Background: an optimization exercise with open tools, aiming at small area, a short achievable clock period and few clock cycles. Do not read the settings as production practice.
At most, simulation tests tie the RTL to the original design; equivalence was not proved.
The clock input has no modelled driver; a real chip could not lean on it and would need a root buffer or a full tree.
Power figures rest on the tool's default switching activity, not on a simulated workload.

== xenon ==
## packet_header_decoder_crc32_top
module packet_header_decoder_crc32_top (
  input  logic                      clk_i,
  input  logic                      rst_ni,
  input  logic                      in_valid_i,
  output logic                      in_ready_o,
  input  logic [7:0]                data_byte_i,
  input  logic                      last_byte_i,
  output logic                      out_valid_o,
  input  logic                      out_ready_i,
  output logic [2:0]                status_o,
  output logic [1:0]                pkt_type_o,
  output logic                      truncated_o,
  output logic [phdc_pkg::WinW-1:0] window_o,
  output logic [phdc_pkg::LenW-1:0] payload_length_o,
  output logic [7:0]                seqnum_o,
  output logic [31:0]               timestamp_o,
  output logic [phdc_pkg::CrcW-1:0] header_crc_o,
  output logic [phdc_pkg::CrcW-1:0] payload_crc_o,
  output logic                      payload_crc_checked_o,
  input  logic                      cfg_valid_i,
  output logic                      cfg_ready_o,
  input  logic [0:0]                cfg_index_i,
  input  logic [phdc_pkg::LenW-1:0] cfg_data_i
);
For scale: about 750 cells after synthesis, roughly 190 flip-flops.
clock: 11.0 ns
lec_check: 0
cap_margin: 20
core_margin: 2
core_utilization: 70
cts_buf_list: sky130_fd_sc_hd__clkbuf_8
setup_slack_margin: 0.5
slew_margin: 20
standard.sh (not shown) runs the stock make flow with config.mk's settings and CLKGATE_MAP_FILE= SYNTH_SCRIPT=/design/flow/synth_recipe.tcl, a recipe that flattens the netlist after the stock synthesis.
==> flow/flow/run.sh <==
#!/bin/bash
# Standard ORFS layout (standard.sh, with the standard synthesis), except:
#  - the port buffers are made from the smallest buffer cell;
#  - extra ORFS make variables for the layout steps from flow/make_vars.txt;
#  - flow/clock_tree.tcl builds the clock tree (the clock port drives four
#    mid inverters, each driving two leaf inverters, each leaf driving one
#    cluster of flip-flops) in place of ORFS's
#    CTS step, then repairs timing as that step does; make then carries on
#    from its result with global routing.
# The clock period and constraints are the design's (constraint.sdc as given).
# Each tool run writes its full output to its own log in this folder.
set -euo pipefail
MARGIN=$(cat flow/setup_margin.txt)
EXTRA=""
if [[ -f flow/make_vars.txt ]]; then
  EXTRA="$(cat flow/make_vars.txt)"
fi
export BUFFER_PORTS_ARGS="-buffer_cell sky130_fd_sc_hd__buf_1"
sed -E "s/SETUP_SLACK_MARGIN=[^ ]+/SETUP_SLACK_MARGIN=${MARGIN} ${EXTRA}/" standard.sh > standard_tuned.sh
bash standard.sh synth > synth_make.log 2>&1
bash standard_tuned.sh place > place_make.log 2>&1
export RESULTS="$PWD/orfs/results/${FLOW_PLATFORM}/packet_header_decoder_crc32_top/base"
export PLATFORM_DIR="$FLOW_HOME/platforms/${FLOW_PLATFORM}"
export LIB_FILE="$PLATFORM_DIR/lib/sky130_fd_sc_hd__tt_025C_1v80.lib"
export SETUP_MARGIN="$MARGIN"
export DONT_USE_CELLS="$(make -s -C "$FLOW_HOME" DESIGN_CONFIG="$PWD/config.mk" print-DONT_USE_CELLS 2> dont_use.log | sed -n 's/^DONT_USE_CELLS *[:=]* *//p')"
export NLEAF=$(cat flow/clock_leaves.txt)
export LEAF_BUF=$(cat flow/clock_leaf.txt)
export MID_FANOUT=2
export ROOT_BUF=$(cat flow/clock_root.txt)
openroad -no_init -exit flow/clock_tree.tcl > clock_tree.log 2>&1
bash standard_tuned.sh > layout_make.log 2>&1
==> flow/flow/make_vars.txt <==

==> flow/flow/setup_margin.txt <==
7.9
Other scripts of this flow, unchanged in this note and not shown: flow/flow/clock_leaf.txt, flow/flow/clock_leaves.txt, flow/flow/clock_root.txt, flow/flow/clock_tree.tcl
Every stage of the flow completed for xenon, and the final layout passed the timing, design-rule and antenna checks.
Testbench counts of xenon, summed over its fixed seeds: cycles 160,438.
> inputs changed (xenon -> nickel)
==> flow/flow/make_vars.txt <==
MATCH_CELL_FOOTPRINT=0
==> flow/flow/setup_margin.txt <==
8.1
Findings:
- Looking at area growth from synthesis to final layout, nickel sits 5.7 points higher than xenon does.
- Compared with xenon, nickel instantiates a larger number of standard cells.
- Taking xenon as the reference point, the share of cell area taken by flip-flops and latches of nickel falls by 1.6 points.
- nickel vs xenon: number of nets in the final layout up
- Going from xenon to nickel, clock power shows an increase of about 2%; design area +5.2%.
The following lists how yarrow was set up differently from nickel:
--- a/flow/flow/run.sh
+++ b/flow/flow/run.sh
@@ -4,2 +4,4 @@
 #  - extra ORFS make variables for the layout steps from flow/make_vars.txt;
+#  - after placement, flow/isolate_outputs.tcl gives the internal loads of
+#    each output port's driver a buffer of their own;
 #  - flow/clock_tree.tcl builds the clock tree (the clock port drives four
@@ -30,2 +32,6 @@
 export ROOT_BUF=$(cat flow/clock_root.txt)
+export ISO_BUFFER="sky130_fd_sc_hd__buf_1"
+export MOVE_OUTBUF=0
+export OUTBUF_CELL=""
+openroad -no_init -exit flow/isolate_outputs.tcl > isolate_outputs.log 2>&1
 openroad -no_init -exit flow/clock_tree.tcl > clock_tree.log 2>&1
==> flow/flow/isolate_outputs.tcl (new file) <==
# After placement: give each output port's driver net a separate buffer for
# its internal loads, so the register behind an output port drives only the
# port's own buffer and one more buffer; with MOVE_OUTBUF, also place the
# port's buffer next to that register (and make it OUTBUF_CELL, if set). Then
# legalize the placement again.
read_db $::env(RESULTS)/3_place.odb
read_liberty $::env(LIB_FILE)
read_sdc $::env(RESULTS)/3_place.sdc
source $::env(PLATFORM_DIR)/setRC.tcl
set n 0
set moved 0
foreach port [get_ports -filter "direction==output"] {
  set pnet [get_nets [get_full_name $port]]
  set drv [get_pins -of_objects $pnet -filter "direction==output"]
  if {[llength $drv] != 1} { continue }
  set obuf [get_cells -of_objects $drv]
  set in_pins [get_pins -of_objects $obuf -filter "direction==input"]
  if {[llength $in_pins] != 1} { continue }
  set n2 [get_nets -of_objects $in_pins]
  set loads {}
  foreach p [get_pins -of_objects $n2 -filter "direction==input"] {
    if {[get_full_name $p] ne [get_full_name $in_pins]} { lappend loads $p }
  }
  if {[llength $loads] > 0} {
    insert_buffer -buffer_cell $::env(ISO_BUFFER) -net $n2 -load_pins $loads
    incr n
  }
  # move the port's buffer next to the cell that drives it, so that the long
  # wire to the port is driven by the buffer rather than by that cell
  set drv2 [get_pins -of_objects $n2 -filter "direction==output"]
  if {$::env(MOVE_OUTBUF) && [llength $drv2] == 1} {
    set dinst [sta::sta_to_db_inst [get_cells -of_objects $drv2]]
    set binst [sta::sta_to_db_inst $obuf]
    if {$dinst ne "NULL" && $binst ne "NULL"} {
      set loc [$dinst getLocation]
      if {$::env(OUTBUF_CELL) ne ""} { replace_cell $obuf $::env(OUTBUF_CELL) }
      $binst setLocation [lindex $loc 0] [lindex $loc 1]
      $binst setPlacementStatus PLACED
      incr moved
    }
  }
}
puts "isolate_outputs: moved $moved port buffers" 
puts "isolate_outputs: inserted $n buffers"
detailed_placement
check_placement -verbose
estimate_parasitics -placement
report_worst_slack -max
write_db $::env(RESULTS)/3_place.odb
==> flow/flow/make_vars.txt <==

Results
Detailed-route via count for yarrow: about 1.7% up relative to nickel
yarrow has hold slack below what nickel had.
From nickel to yarrow the numbers moved as follows: final area decreased by 1.3% relative to the old numbers; switching share of total power rose by 0.35 points.
| register share of total power | yarrow vs nickel | 1.0 points lower |
yarrow ended up with buf_1 as its most common library cell in the layout ignoring fill and taps; nickel ended up with nor2_1.
For the met3 capacity usage during global routing, yarrow came in 1.1 points higher than nickel did.
In every run of this note, the design's own scripts or RTL, not TritonCTS, make the clock network.

========
run 1:
packet_header_decoder_crc32_top, a different RTL version from the one above (not shown whole).
Size in the first run: about 190 flip-flops, roughly 8800 µm² of cells after synthesis.
==> flow/config.mk <==
export PLATFORM = sky130hd
export DESIGN_NAME = packet_header_decoder_crc32_top
export DESIGN_NICKNAME = packet_header_decoder_crc32_top
export VERILOG_FILES = /design/flow/design.v
export SDC_FILE = /design/flow/constraint.sdc
export NUM_CORES = 4
export LEC_CHECK = 0
export CAP_MARGIN = 20
export CORE_MARGIN = 2
export CORE_UTILIZATION = 70
export CTS_BUF_LIST = sky130_fd_sc_hd__clkbuf_8
export SETUP_SLACK_MARGIN = 0.5
export SLEW_MARGIN = 20
==> flow/constraint.sdc <==
create_clock -name core_clock -period 11.0 [get_ports {clk_i}]
set_input_delay 2.2000 -clock core_clock [delete_from_list [all_inputs] [get_ports {clk_i}]]
set_output_delay 2.2000 -clock core_clock [all_outputs]
set_load 0.01 [all_outputs]
==> flow/flow/run.sh <==
#!/bin/bash
# Standard ORFS layout (standard.sh, with the standard synthesis), except:
#  - the port buffers are made from the smallest buffer cell;
#  - clock tree synthesis arguments from flow/cts_args.txt, if present.
# The clock period and constraints are the design's (constraint.sdc as given).
set -euo pipefail
MARGIN=$(cat flow/setup_margin.txt)
export BUFFER_PORTS_ARGS="-buffer_cell sky130_fd_sc_hd__buf_1"
if [[ -f flow/cts_args.txt ]]; then
  export CTS_ARGS="$(cat flow/cts_args.txt)"
fi
sed -E "s/SETUP_SLACK_MARGIN=[^ ]+/SETUP_SLACK_MARGIN=${MARGIN}/" standard.sh > standard_margin.sh
bash standard.sh synth > synth_make.log 2>&1
bash standard_margin.sh > layout_make.log 2>&1
==> flow/flow/cts_args.txt <==
-sink_clustering_enable -repair_clock_nets -dont_use_dummy_load -buf_list sky130_fd_sc_hd__clkbuf_8
==> flow/flow/setup_margin.txt <==
7.9
The inputs of run 2 differ from those of run 1 as listed below.
==> flow/flow/run.sh <==
#!/bin/bash
# Standard ORFS layout (standard.sh, with the standard synthesis), except:
#  - the port buffers are made from the smallest buffer cell;
#  - clock tree synthesis arguments from flow/cts_args.txt, if present;
#  - extra ORFS make variables for the layout steps from flow/make_vars.txt.
# The clock period and constraints are the design's (constraint.sdc as given).
# Each make run writes its full output to its own log in this folder.
set -euo pipefail
MARGIN=$(cat flow/setup_margin.txt)
EXTRA=""
if [[ -f flow/make_vars.txt ]]; then
  EXTRA="$(cat flow/make_vars.txt)"
fi
export BUFFER_PORTS_ARGS="-buffer_cell sky130_fd_sc_hd__buf_1"
if [[ -f flow/cts_args.txt ]]; then
  export CTS_ARGS="$(cat flow/cts_args.txt)"
fi
sed -E "s/SETUP_SLACK_MARGIN=[^ ]+/SETUP_SLACK_MARGIN=${MARGIN} ${EXTRA}/" standard.sh > standard_tuned.sh
bash standard.sh synth > synth_make.log 2>&1
bash standard_tuned.sh > layout_make.log 2>&1
==> flow/flow/cts_args.txt <==
-sink_clustering_enable -repair_clock_nets -dont_use_dummy_load -buf_list sky130_fd_sc_hd__clkbuf_16
==> flow/flow/make_vars.txt (new file) <==

==> flow/flow/setup_margin.txt <==
7.6
Results
Going from run 1 to run 2, number of vias after detailed routing shrinks by about 10%.
Combined global-route utilization of all metal layers for run 2: 2.8 points down relative to run 1
Delta (run 2 minus run 1): non-clock buffer instance count of the final layout saw a decrease; cell total after placement neither gained nor lost much; final core utilization down 6.7 points.
Taking run 1 as the reference point, the part of the power in the clock network of run 2 rises by 5.9 points.
For run 3, these inputs were changed with respect to run 2:
==> flow/flow/cts_args.txt <==
-sink_clustering_enable -repair_clock_nets -dont_use_dummy_load -buf_list sky130_fd_sc_hd__clkbuf_8
==> flow/flow/setup_margin.txt <==
7.3
[summary]
- Between run 2 and run 3, the flow reports total detailed-routing wirelength decreasing by a few percent.
- Of run 2 and run 3, the run reporting the lower sequential cell fraction of total power was run 2.
- Side by side, clock network fraction of total power turned out lower in run 3 than in run 2.
- Area: run 3 vs run 2 -> run 3 smaller
- Power went down by a few percent going from run 2 to run 3.
Modified inputs, run 4 compared to run 3
==> flow/flow/run.sh <==
#!/bin/bash
# Standard ORFS layout (standard.sh, with the standard synthesis), except:
#  - the port buffers are made from the smallest buffer cell;
#  - clock tree synthesis arguments from flow/cts_args.txt, if present.
# The clock period and constraints are the design's (constraint.sdc as given).
set -euo pipefail
MARGIN=$(cat flow/setup_margin.txt)
export BUFFER_PORTS_ARGS="-buffer_cell sky130_fd_sc_hd__buf_1"
if [[ -f flow/cts_args.txt ]]; then
  export CTS_ARGS="$(cat flow/cts_args.txt)"
fi
sed -E "s/SETUP_SLACK_MARGIN=[^ ]+/SETUP_SLACK_MARGIN=${MARGIN}/" standard.sh > standard_margin.sh
bash standard.sh synth > synth_make.log 2>&1
bash standard_margin.sh > layout_make.log 2>&1
==> flow/flow/setup_margin.txt <==
7.75
removed: flow/flow/make_vars.txt
==> results.txt <==
- From run 3 to run 4, last weighted congestion value of the routability-driven placer did not move at all.
- Diff run 3 -> run 4: first-pass iteration count of the detailed router down 1; part of the power in the clock network down 0.2 points.
- Relative to run 3, global-route wire length before repair increased by about 2.7% in run 4.
- Ratio of final minimum period to clock period down 0.46 points in run 4 wrt run 3
- Relative to run 3, the detailed-route wire length on metal 1 measured on run 4 has increased by a few percent.
Inputs modified between run 4 and run 5:
==> flow/flow/run.sh <==
#!/bin/bash
# Standard ORFS layout (standard.sh, with the standard synthesis), except:
#  - the port buffers are made from the smallest buffer cell;
#  - clock tree synthesis arguments from flow/cts_args.txt, if present;
#  - extra ORFS make variables for the layout steps from flow/make_vars.txt.
# The clock period and constraints are the design's (constraint.sdc as given).
# Each make run writes its full output to its own log in this folder.
set -euo pipefail
MARGIN=$(cat flow/setup_margin.txt)
EXTRA=""
if [[ -f flow/make_vars.txt ]]; then
  EXTRA="$(cat flow/make_vars.txt)"
fi
export BUFFER_PORTS_ARGS="-buffer_cell sky130_fd_sc_hd__buf_1"
if [[ -f flow/cts_args.txt ]]; then
  export CTS_ARGS="$(cat flow/cts_args.txt)"
fi
sed -E "s/SETUP_SLACK_MARGIN=[^ ]+/SETUP_SLACK_MARGIN=${MARGIN} ${EXTRA}/" standard.sh > standard_tuned.sh
bash standard.sh synth > synth_make.log 2>&1
bash standard_tuned.sh > layout_make.log 2>&1
==> flow/flow/cts_args.txt <==
-sink_clustering_enable -repair_clock_nets -dont_use_dummy_load -buf_list {sky130_fd_sc_hd__clkbuf_4 sky130_fd_sc_hd__clkbuf_8} -sink_clustering_size 25 -sink_clustering_max_diameter 60
==> flow/flow/make_vars.txt (new file) <==

==> flow/flow/setup_margin.txt <==
7.6
### Flow results
Per the final summary, run 5 finished and its layout is clean on timing, DRC and antenna. Cell area power density up about 0.9% in run 5 wrt run 4. The final standard cell count with taps included and fillers excluded number comes out higher for run 4 vs run 5. Side by side, wire length of the first global-routing pass turned out lower in run 5 than in run 4. Run 5 reports its worst setup path endpoint as payload_length_o[0] while run 4 reports payload_length_o[6]. Diff run 5 and run 4: clock period minus worst slack higher in run 5. Re sequential cell count: no difference whatsoever between run 4 and run 5. Utilization after layout (run 5 over run 4): decrease, 1.7 points.
Here is what was changed in the inputs of run 6 compared with run 5.
==> flow/flow/run.sh <==
#!/bin/bash
# Standard ORFS layout (standard.sh, with the standard synthesis), except:
#  - the port buffers are made from the smallest buffer cell;
#  - clock tree synthesis arguments from flow/cts_args.txt, if present.
# The clock period and constraints are the design's (constraint.sdc as given).
set -euo pipefail
MARGIN=$(cat flow/setup_margin.txt)
export BUFFER_PORTS_ARGS="-buffer_cell sky130_fd_sc_hd__buf_1"
if [[ -f flow/cts_args.txt ]]; then
  export CTS_ARGS="$(cat flow/cts_args.txt)"
fi
sed -E "s/SETUP_SLACK_MARGIN=[^ ]+/SETUP_SLACK_MARGIN=${MARGIN}/" standard.sh > standard_margin.sh
bash standard.sh synth > synth_make.log 2>&1
bash standard_margin.sh > layout_make.log 2>&1
==> flow/flow/cts_args.txt <==
-sink_clustering_enable -repair_clock_nets -dont_use_dummy_load -buf_list sky130_fd_sc_hd__clkbuf_8
removed: flow/flow/make_vars.txt
[summary]
Run 6 -> run 5: least setup slack across all paths after layout delta 0, exact match. Reported for run 6 and run 5, fraction of the mapped netlist area in compound gates turned out identical to the last digit. From run 6 to run 5, die area did not move at all.
No functional check of the RTL was part of any run of this note.

==> afterwards: timing with drivers on the ports <==
In the flow no input, the clock included, has a driving cell. The finished layouts below were timed again as built, in two steps.
Step 1 sets driving cells, clkbuf_16 on the clock port and buf_2 on the other inputs (assumed; they add their load-dependent delay and slew).
Step 2 times the ports against the registers' clock, not the clock port: input delays grow and output delays shrink by t, the midpoint of the rising clock arrivals with the driver on.
Three values: no drivers, after step 1, after step 2; two values: the first two.
run	shift t [ns]	slack for setup (ns)	worst setup path after step 2	clock arrival spread, ns	worst slew at a driven data input, ns
xenon	0.295	7.939 / 7.793 / 7.899	input to register	0.028 / 0.030	0.06
nickel	0.302	7.984 / 7.832 / 7.907	input to register	0.031 / 0.032	0.07
yarrow	0.293	8.005 / 7.858 / 7.954	input to register	0.032 / 0.032	0.07
run 1	0.487	7.633 / 7.595 / 7.711	input to register	0.041 / 0.042	0.06
run 2	0.463	7.649 / 7.608 / 7.709	input to register	0.025 / 0.025	0.05
run 3	0.485	7.607 / 7.569 / 7.712	input to register	0.033 / 0.033	0.05
run 4	0.486	7.658 / 7.619 / 7.723	input to register	0.035 / 0.035	0.05
run 5	0.484	7.643 / 7.605 / 7.713	input to register	0.030 / 0.030	0.05
run 6	0.484	7.643 / 7.605 / 7.713	input to register	0.030 / 0.030	0.05
After both steps setup and hold are still met in every run listed. The setup slack of nickel, which loses most, moves by -0.152 ns with the drivers and by -0.077 ns with both steps.
